This is an optimization exercise on Yosys and OpenROAD, whose aim is small area, a short achievable clock period and few clock cycles per item, not a production implementation. Function was checked by simulation only, so behaviour that the tests miss may differ from the original.

==> flow/design.v, too long to show whole: its modules and the start of the top module <==
// module tilt_angle_from_imu_core: 10668 lines
module tilt_angle_from_imu_core (
   input  logic         clock,
   input  logic         reset,
   input  logic         req_tvalid,
   output logic         req_tready,
   input  logic [79:0]  req_tdata,
   output logic         rsp_tvalid,
   input  logic         rsp_tready,
   output logic [135:0] rsp_tdata,
   input  logic         csr_valid,
   output logic         csr_ready,
   input  logic [1:0]   csr_index,
   input  logic [15:0]  csr_data
);
  // ...
==> flow/run.sh <==
#!/bin/bash
# synth_recipe.tcl (not shown) runs the flow's synth.tcl, then flattens the netlist and writes it again
# the make line also repeats each setting of config.mk as NAME=value (left out here)
make -C /OpenROAD-flow-scripts/flow DESIGN_CONFIG=/design/flow/config.mk WORK_HOME=/design/flow/orfs CLKGATE_MAP_FILE= SYNTH_SCRIPT=/design/flow/synth_recipe.tcl finish
==> flow/config.mk <==
export PLATFORM = sky130hd
export DESIGN_NAME = tilt_angle_from_imu_core
export DESIGN_NICKNAME = tilt_angle_from_imu_core
export VERILOG_FILES = /design/flow/design.v
export SDC_FILE = /design/flow/constraint.sdc
export NUM_CORES = 4
export LEC_CHECK = 0
export ABC_AREA = 1
export CAP_MARGIN = 20
export CORE_MARGIN = 2
export CORE_UTILIZATION = 55
export SETUP_SLACK_MARGIN = 5
export SLEW_MARGIN = 20
==> flow/constraint.sdc <==
create_clock -name core_clock -period 11.0 [get_ports {clock}]
set_input_delay 2.2000 -clock core_clock [delete_from_list [all_inputs] [get_ports {clock}]]
set_output_delay 2.2000 -clock core_clock [all_outputs]
set_load 0.01 [all_outputs]
==> impl_metrics.sql, run 1 <==
INSERT INTO impl_metrics (metric_group, metric, value, unit) VALUES
('run_status', 'outcome', 'no timing/DRC/antenna violations', ''),
('layout', 'finalInstanceArea', '363000', 'um^2'),
('drt', 'drt-pass1-iter-count', '10', ''),
('sta', 'fmaxAchievable', '168', 'MHz'),
('layout', 'final_cell_utilization_of_the_core', '61.1', '%'),
('placement', 'portBuffers', '234', ''),
('synth', 'synth.mux.area_fraction', '0.0152', '%'),
('worst_setup_path', 'critical_path_type', 'input pin to output port', ''),
('global_route', 'most_used_routing_layer_in_global_routing', 'met2', ''),
('clock_tree', 'clk_path_buf_depth', '4', ''),
('worst_setup_path', 'end_kind', 'output port', ''),
('worst_setup_path', 'critical_path_depth_in_cells', '4', ''),
('placement', 'place_inst', '45852', ''),
('synth', 'post_synth_fa_ha_maj_area_fraction', '21.7', '%'),
('worst_setup_path', 'worst_r2r_path_depth', '33', ''),
('worst_setup_path', 'regToRegSetupSlack', '5150', 'ps'),
('worst_setup_path', 'worstSetupStartpoint', 'rsp_tready', ''),
('synth', 'synth-async-reset-ratio', '0', '%'),
('worst_setup_path', 'critical_path.startpoint_type', 'input pin', ''),
('synth', 'post-synth-top-count-cell', 'nand2_1', ''),
('layout', 'largest_register_ffs', '42', ''),
('min_path', 'hold-path-cell-count', '0', ''),
('min_path', 'holdCritStartpoint', 'Ax_s2[13]', ''),
('worst_setup_path', 'crit_arrival', '3740', 'ps'),
('worst_setup_path', 'cp.buffers_inverters', '3', ''),
('drt', 'via_per_inst', '5.59', '');
Testbench counts, summed over its fixed seeds: cycles 688, items 512.
==> run 2: changes to the inputs <==
--- a/flow/config.mk
+++ b/flow/config.mk
@@ -9,5 +9,6 @@
 export CAP_MARGIN = 20
 export CORE_MARGIN = 2
 export CORE_UTILIZATION = 55
+export CTS_BUF_LIST = sky130_fd_sc_hd__clkbuf_8
 export SETUP_SLACK_MARGIN = 5
 export SLEW_MARGIN = 20
==> run 2 against run 1 <==
  * Still clean on timing, DRC and antenna
  * Global-route usage is 0.054 points higher
  * Wire length grew 0.32%
  * Register-to-register slack worse by 90 ps
  * Area after synthesis unchanged
  * Clock skew shrank 37 ps
  * Maximum frequency decreased by 0.32%
==> impl_metrics.sql, run 2 <==
INSERT INTO impl_metrics (metric_group, metric, value, unit) VALUES
('global_route', 'first_pass_grt_wire_length', '1470000', 'um'),
('placement', 'portBuffers', '234', ''),
('sta', 'clock_skew', '109', 'ps'),
('layout', 'largest_register_ffs', '42', ''),
('worst_setup_path', 'worst_setup_path_endpoint', 'req_tready', ''),
('worst_setup_path', 'critical_path_cell_by_cell', 'clkdlybuf4s50_1 -> nor2_4 -> inv_8 -> buf_4', ''),
('synth', 'avgSynthCellArea', '8.60', 'um^2'),
('sta', 'worst_slew_slack_as_a_fraction_of_its_limit', '26.5', '%'),
('placement', 'globalplace.congestion', '1.00', ''),
('global_route', 'most_used_routing_layer_in_global_routing', 'met2', ''),
('global_route', 'grt_util_met2', '47.5', '%'),
('drt', 'drt-pass1-iter-count', '9', ''),
('die', 'die_span_in_x', '777', 'um'),
('global_route', 'groute.usage.overall', '30.9', '%'),
('clock_tree', 'clock_sink_count', '3719', ''),
('die', 'design.core.area', '595000', 'um^2'),
('drt', 'via_per_inst', '5.57', ''),
('sta', 'tightest_slew', '1090', 'ps'),
('layout', 'nets', '43936', ''),
('drt', 'detail_route.iter0.violations', '23243', ''),
('worst_setup_path', 'critical_path_peak_fanout', '26', ''),
('synth', 'synth-async-reset-ratio', '0', '%'),
('layout', 'synthToLayoutAreaGrowth', '10.2', '%'),
('drt', 'via_count', '264878', ''),
('global_route', 'initial_antenna_violation_count', '42', ''),
('worst_setup_path', 'worstSetupStartpoint', 'rsp_tready', ''),
('worst_setup_path', 'cpPeakStageDelay', '500', 'ps'),
('synth', 'synth_enable_flop_cells', '3560', ''),
('synth', 'yosys-top-cells-count', 'nand2_1, inv_1, edfxtp_1, ha_1, a21oi_1', ''),
('clock_tree', 'cts_buffers', '652', ''),
('sta', 'unrepaired_setup_endpoints_after_global_routing', 'true', ''),
('job', 'drv_cap', '0', ''),
('synth', 'yosys_register_bits', '3719', ''),
('clock_tree', 'clk_latency', '1340', 'ps'),
('sta', 'count_of_final_max_slew_check_failures', '0', ''),
('sta', 'fmaxAchievable', '168', 'MHz'),
('layout', 'top_register', 'Sx_0_s2', ''),
('synth', 'ys_types', '95', ''),
('global_route', 'grt_pass1_vias', '255267', ''),
('clock_tree', 'cts_tree', 'built', ''),
('layout', 'layout_common_cells', 'nand2_1, inv_1, edfxtp_1, ha_1, a21oi_1', ''),
('sta', 'timing.final.setup_violations', '0', ''),
('worst_setup_path', 'end_kind', 'output port', ''),
('worst_setup_path', 'worst_path_cell_with_the_longest_stage_delay', 'clkdlybuf4s50_1', ''),
('clock_tree', 'cts.htree.levels', '6', ''),
('drt', 'avgRoutedWirePerCell', '20.3', 'um'),
('sta', 'fin_crit', '5960', 'ps'),
('worst_setup_path', 'critical_path.startpoint_type', 'input pin', ''),
('die', 'top_level_ports', '242', ''),
('drt', 'drc_errors', '0', ''),
('global_route', 'grt_overflow_total', '0', ''),
('synth', 'synthesis.instances', '38232', ''),
('synth', 'top_cells_by_area_in_the_synthesized_netlist', 'edfxtp_1, ha_1, fa_1', ''),
('synth', 'post-synth-top-count-cell', 'nand2_1', ''),
('global_route', 'grt_util_met1', '44.9', '%'),
('layout', 'finalInstanceArea', '362000', 'um^2'),
('layout', 'mostFrequentLayoutCell', 'nand2_1', ''),
('min_path', 'hold-path-cell-count', '0', ''),
('die', 'num_rows', '283', ''),
('sta', 'timing_hold_violations_final', '0', ''),
('global_route', 'grt_max_degree', '194', ''),
('synth', 'syn-cell-area', '329000', 'um^2'),
('layout', 'drive_above_1_share', '7.37', '%'),
('worst_setup_path', 'worst_r2r_path_depth', '33', ''),
('drt', 'ant_nets', '0', ''),
('min_path', 'worst_hold_check_path_type', 'register to register', ''),
('placement', 'place_inst', '45852', ''),
('die', 'floorplan.die_area', '604000', 'um^2'),
('worst_setup_path', 'regToRegSetupSlack', '5060', 'ps'),
('synth', 'netlist.area_leader.share', '32.5', '%'),
('worst_setup_path', 'crit_arrival', '3760', 'ps'),
('placement', 'final_hpwl_dp', '760000', 'um'),
('clock_tree', 'clk_root_buffer_cell', 'clkbuf_8', ''),
('worst_setup_path', 'crit_required', '8800', 'ps'),
('worst_setup_path', 'critical_path_type', 'input pin to output port', ''),
('global_route', 'groute.layer.met3.usage', '5.18', '%'),
('worst_setup_path', 'rr_startpoint', 'yx_s19[18]', ''),
('synth', 'most_used_flip_flop_cell_after_synthesis', 'edfxtp_1', ''),
('placement', 'placement.cell_area', '339000', 'um^2'),
('clock_tree', 'path_clk_slew', '60', 'ps'),
('clock_tree', 'ctsHoldBuffers', '0', ''),
('die', 'dieHeight', '777', 'um'),
('sta', 'period_share', '54.2', '%'),
('run_status', 'outcome', 'no timing/DRC/antenna violations', ''),
('drt', 'finalWirelength', '963000', 'um'),
('clock_tree', 'clk_path_buf_depth', '4', ''),
('die', 'start_util', '55.3', '%'),
('layout', 'reg.largest.list', 'Sx_0_s2 (42), Sy_0_s2 (41)', ''),
('layout', 'instances_no_fill', '47542', ''),
('synth', 'synth_warnings', '1', ''),
('worst_setup_path', 'crit-reg2reg-capture', 'tx_s20[13]', ''),
('synth', 'share_of_the_yosys_chip_area_belonging_to_registers', '33.5', '%'),
('synth', 'synth.largest_area_cell', 'edfxtp_1', '');
-- run 2: cell counts after synthesis --
No cell type changed its count.
-- run 2: cell type report --
type	count	area, um^2
Antenna cell	17	42.5
Clock buffer	666	9170
Clock inverter	506	4040
Fill cell	52405	232000
Inverter	6536	24800
Multi-Input combinational cell	27370	196000
Sequential cell	3719	110000
Tap cell	7837	9810
Timing Repair Buffer	870	7940
Timing Repair inverter	21	146
-- run 2: cell families (layout without fill, tap and decap cells) --
kind of cell | after synthesis | in the layout | share of synthesized area, %
AOI/OAI and AO/OA | 6441 | 6441 | 11.0
buffers and inverters | 7171 | 8599 | 8.34
muxes | 5 | 5 | 0.0152
and+or+nand+nor | 12657 | 12680 | 16.0
DFF | 3719 | 3719 | 33.5
xor gates and xnor gates | 3574 | 3574 | 9.55
other | 2 | 24 | 0.00229
adders and majority gates | 4663 | 4663 | 21.7
-- run 2: critical path: cells and delay by family --
kind          cells  cell delay (ps)
simple gates      1              390
buf+inv           3             1050
-- run 2: how the worst min path moves through the flow --
| stage | startpoint | end | slack [ps] |
|---|---|---|---|
| after floorplan | Ax_s9[0] | Ax_s10[0] | 400 |
| after global placement | rx_s9[4] | rx_s10[4] | 400 |
| after detailed placement | Ax_s9[17] | Ax_s10[17] | 400 |
| after CTS | Ax_s5[7] | Ax_s6[7] | 370 |
| after global routing | Ax_s5[7] | Ax_s6[7] | 370 |
| final | Ax_s4[13] | Ax_s5[13] | 380 |
-- run 2: per-stage QoR --
| step | setup slack [ps] | hold WS, ps | utilization (%) | TNS [ps] |
|---|---|---|---|---|
| 2_1_floorplan | -1700 | 400 | - | -964010 |
| 3_3_place_gp | 3800 | 400 | 57.1 | 0 |
| 3_5_place_dp | 3720 | 405 | 57.1 | 0 |
| 4_1_cts | 4990 | 369 | 59.7 | 0 |
| 5_1_grt | 4780 | 369 | 60.9 | 0 |
| 6_report | 5040 | 376 | 60.9 | 0 |
-- run 2: metal layers --
layer / wire length, um / up-vias
li1: - / 127720
met1: 438000 / 126374
met2: 418000 / 9254
met3: 76300 / 1512
met4: 31000 / 18
met5: 120 / -
-- run 2: repair_timing --
item | 4_1_cts | 5_1_grt
buffers inserted | 142 | 304
gates resized for setup | 341 | 1096
gates cloned | 24 | 31
endpoints found under the setup margin | 599 | 607
pin swaps | 39 | 302
hold endpoints to repair | 0 | 0
==> run 3: changes to the inputs <==
--- a/flow/config.mk
+++ b/flow/config.mk
@@ -8,7 +8,7 @@
 export ABC_AREA = 1
 export CAP_MARGIN = 20
 export CORE_MARGIN = 2
-export CORE_UTILIZATION = 55
-export CTS_BUF_LIST = sky130_fd_sc_hd__clkbuf_8
+export CORE_UTILIZATION = 60
+export PLACE_DENSITY = 0.68
 export SETUP_SLACK_MARGIN = 5
 export SLEW_MARGIN = 20
==> run 3 against run 2 <==
  * Core utilization up 5.5 points
  * Area after synthesis is the same
  * Final cell count shrank 2.1%
  * Setup slack got worse by 120 ps
==> impl_metrics.sql, run 3 <==
INSERT INTO impl_metrics (metric_group, metric, value, unit) VALUES
('run_status', 'outcome', 'no timing/DRC/antenna violations', ''),
('drt', 'avgRoutedWirePerCell', '20.3', 'um'),
('clock_tree', 'clk_path_buf_depth', '4', ''),
('die', 'num_rows', '271', ''),
('min_path', 'worst_hold_check_path_type', 'register to register', ''),
('layout', 'nets', '43700', ''),
('worst_setup_path', 'regToRegSetupSlack', '4920', 'ps'),
('min_path', 'holdCritStartpoint', 'ry_s8[12]', ''),
('drt', 'finalWirelength', '942000', 'um'),
('layout', 'synthToLayoutAreaGrowth', '10.2', '%'),
('worst_setup_path', 'crit_required', '11770', 'ps'),
('worst_setup_path', 'worst_r2r_path_depth', '31', ''),
('synth', 'synth-async-reset-ratio', '0', '%'),
('drt', 'detail_route.iter0.violations', '23324', ''),
('die', 'floorplan.die_area', '554000', 'um^2'),
('min_path', 'hold-path-endpoint', 'ry_s9[12]', ''),
('layout', 'drive_above_1_share', '6.85', '%'),
('layout', 'mostFrequentLayoutCell', 'nand2_1', ''),
('clock_tree', 'ctsHoldBuffers', '0', ''),
('drt', 'via_count', '264966', ''),
('sta', 'timing_hold_violations_final', '0', ''),
('drt', 'topRoutingLayerUsed', 'met5', ''),
('synth', 'top_cells_by_area_in_the_synthesized_netlist', 'edfxtp_1, ha_1, fa_1', ''),
('layout', 'final_cell_utilization_of_the_core', '66.4', '%'),
('placement', 'globalplace.congestion', '0.992', ''),
('sta', 'count_of_final_max_slew_check_failures', '0', ''),
('layout', 'finalInstanceArea', '362000', 'um^2'),
('placement', 'placement.cell_area', '339000', 'um^2'),
('placement', 'portBuffers', '234', ''),
('clock_tree', 'clk_latency', '1080', 'ps'),
('global_route', 'grt_overflow_total', '0', ''),
('synth', 'ys_types', '95', ''),
('drt', 'ant_nets', '0', ''),
('global_route', 'first_pass_grt_wire_length', '1440000', 'um'),
('layout', 'reg.largest.list', 'Sx_0_s2 (42), Sy_0_s2 (41)', ''),
('synth', 'post-synth-top-count-cell', 'nand2_1', ''),
('synth', 'most_used_flip_flop_cell_after_synthesis', 'edfxtp_1', ''),
('synth', 'share_of_the_yosys_chip_area_belonging_to_registers', '33.5', '%'),
('clock_tree', 'clk_root_buffer_cell', 'clkbuf_16', ''),
('worst_setup_path', 'cpPeakStageDelay', '600', 'ps'),
('layout', 'layout_common_cells', 'nand2_1, inv_1, edfxtp_1, ha_1, a21oi_1', ''),
('drt', 'dr_wl_met2', '438000', 'um'),
('global_route', 'groute.usage.overall', '33.0', '%'),
('die', 'dieHeight', '744', 'um'),
('drt', 'drc_errors', '0', ''),
('synth', 'yosys-top-cells-count', 'nand2_1, inv_1, edfxtp_1, ha_1, a21oi_1', ''),
('die', 'top_level_ports', '242', ''),
('job', 'drv_cap', '0', ''),
('synth', 'netlist.area_leader.share', '32.5', '%'),
('drt', 'drt-pass1-iter-count', '7', ''),
('sta', 'tightest_slew', '1200', 'ps'),
('sta', 'fmaxAchievable', '165', 'MHz'),
('clock_tree', 'cts_buffers', '402', ''),
('sta', 'timing.final.setup_violations', '0', ''),
('global_route', 'initial_antenna_violation_count', '22', ''),
('global_route', 'grt_pass1_vias', '257829', ''),
('synth', 'synth_warnings', '1', ''),
('synth', 'yosys_register_bits', '3719', ''),
('synth', 'syn-cell-area', '329000', 'um^2'),
('worst_setup_path', 'critical_path.startpoint_type', 'register', ''),
('die', 'die_span_in_x', '744', 'um'),
('sta', 'finalSetupTns', '0', 'ps'),
('worst_setup_path', 'crit_arrival', '6840', 'ps'),
('drt', 'via_per_inst', '5.70', ''),
('min_path', 'hold-path-cell-count', '0', ''),
('worst_setup_path', 'critical_path_peak_fanout', '5', ''),
('synth', 'synth.largest_area_cell', 'edfxtp_1', ''),
('worst_setup_path', 'critical_path_type', 'register to register', ''),
('drt', 'detailed_routing_wirelength_on_met1', '389000', 'um'),
('die', 'start_util', '60.3', '%'),
('sta', 'clock_skew', '101', 'ps'),
('worst_setup_path', 'worstSetupStartpoint', 'yx_s19[18]', ''),
('layout', 'largest_register_ffs', '42', ''),
('worst_setup_path', 'end_kind', 'register', ''),
('placement', 'final_hpwl_dp', '737000', 'um'),
('drt', 'wl_met3', '66700', 'um'),
('sta', 'period_share', '55.2', '%'),
('worst_setup_path', 'rr_startpoint', 'yx_s19[18]', ''),
('worst_setup_path', 'worst_path_cell_with_the_longest_stage_delay', 'fa_2', ''),
('global_route', 'grt_max_degree', '203', ''),
('sta', 'worst_slew_slack_as_a_fraction_of_its_limit', '19.8', '%'),
('synth', 'synthesis.instances', '38232', ''),
('sta', 'fin_crit', '6080', 'ps'),
('synth', 'synth_enable_flop_cells', '3560', ''),
('worst_setup_path', 'crit-reg2reg-capture', 'tx_s20[12]', ''),
('synth', 'avgSynthCellArea', '8.60', 'um^2'),
('clock_tree', 'cts_tree', 'built', ''),
('worst_setup_path', 'crit_path_frequent_cell', 'nand2_1', ''),
('clock_tree', 'clock_sink_count', '3719', ''),
('die', 'design.core.area', '545000', 'um^2'),
('sta', 'unrepaired_setup_endpoints_after_global_routing', 'true', ''),
('clock_tree', 'cts.htree.levels', '5', ''),
('layout', 'top_register', 'Sx_0_s2', ''),
('clock_tree', 'path_clk_slew', '70', 'ps');
[run 3: cell types whose count changed in the layout (fill, tap and decap cells not counted), moves of 29 or more]
cell | previous run | this run
clkbuf_16 | 13 | 418
clkbuf_8 | 670 | 3
clkinv_1 | 148 | 70
inv_1 | 6536 | 6388
clkbuf_1 | 0 | 47
clkinvlp_4 | 51 | 80
[run 3: worst max-delay path, delay by kind of cell (launching register included)]
family          cells  cell delay (ps)
fa+ha+maj           6             2280
compound gates      8             1230
simple gates        9              940
buf+inv             7              720
flops               1              410
xor+xnor            1              130
[run 3: metal layers]
layer  global-route usage, %  vias up
li1                        -   127187
met1                    43.2   125550
met2                    54.7     9924
met3                    4.90     2285
met4                    14.4       20
met5                       0        -
[run 3: worst max path at each step]
stage,to,slack [ps],cells past startpoint
global route,tx_s20[9],4740,33
floorplan,req_tready,-1700,3
detailed placement,remx_s7[11],3410,27
global placement,remx_s7[15],3370,27
finish,tx_s20[12],4920,31
CTS,xy_s14[28],4990,26
[run 3: cell families (layout without fill, tap and decap cells)]
logic type / Yosys count / after routing / synth area share, %
compound gates: 6441 / 6441 / 11.0
buf+inv: 7171 / 8188 / 8.34
other cells: 2 / 19 / 0.00229
mux: 5 / 5 / 0.0152
flops: 3719 / 3719 / 33.5
fa+ha+maj: 4663 / 4663 / 21.7
simple gates: 12657 / 12682 / 16.0
xor+xnor: 3574 / 3574 / 9.55
[run 3: final cells by class]
cell class	count	area, um^2
multi-input cells	27372	196000
fillers	45022	183000
flip-flops and latches	3719	110000
inverters	6536	24800
clock buffers	454	10400
well taps	7234	9050
repair buffers	880	7960
clock inverters	295	3500
repair inverters	23	178
diodes	12	30.0
[run 3: repair_timing]
| item | CTS | global route |
|---|---|---|
| setup buffers | 156 | 311 |
| setup endpoints to repair | 604 | 682 |
| gates cloned | 26 | 32 |
| resized for setup | 353 | 1071 |
| pin swaps | 39 | 282 |
[run 3: per-stage QoR]
stage / hold slack (ps) / setup WS [ps] / cells
after CTS: 373 / 4990 / 46170
final: 377 / 4920 / 46525
after detailed placement: 405 / 3410 / 45239
after global routing: 380 / 4740 / 46515
after floorplan: 400 / -1700 / 38237
after global placement: 400 / 3370 / 45238

==> re-timing with driven ports <==
The results above use ideal ports. As a check the final layouts listed here were re-extracted and re-timed, cells and wires unchanged.
Step 1 assumes that a clkbuf_16 drives the clock port and a buf_2 every other input.
Step 2 adds t to the input delays and takes it off the output delays; t is the mean of the earliest and latest rising clock arrival at the registers after step 1. Input paths then give back, and output paths get back, about the clock's delay inside the block.
Three values: no drivers, after step 1, after step 2; two values: the first two.
run	shift t [ns]	setup WS [ns]	worst data-port slew with drivers (ns)	cell pins on the clock port's net
run 1	1.175	5.060 / 5.037 / 4.173	0.09	1
run 2	1.413	5.041 / 5.018 / 4.145	0.09	1
run 3	1.164	4.923 / 4.923 / 4.150	0.14	1
After both steps every run listed still meets setup and hold. The setup slack of run 2, which loses most, moves by -0.023 ns with the drivers and by -0.896 ns with both steps.
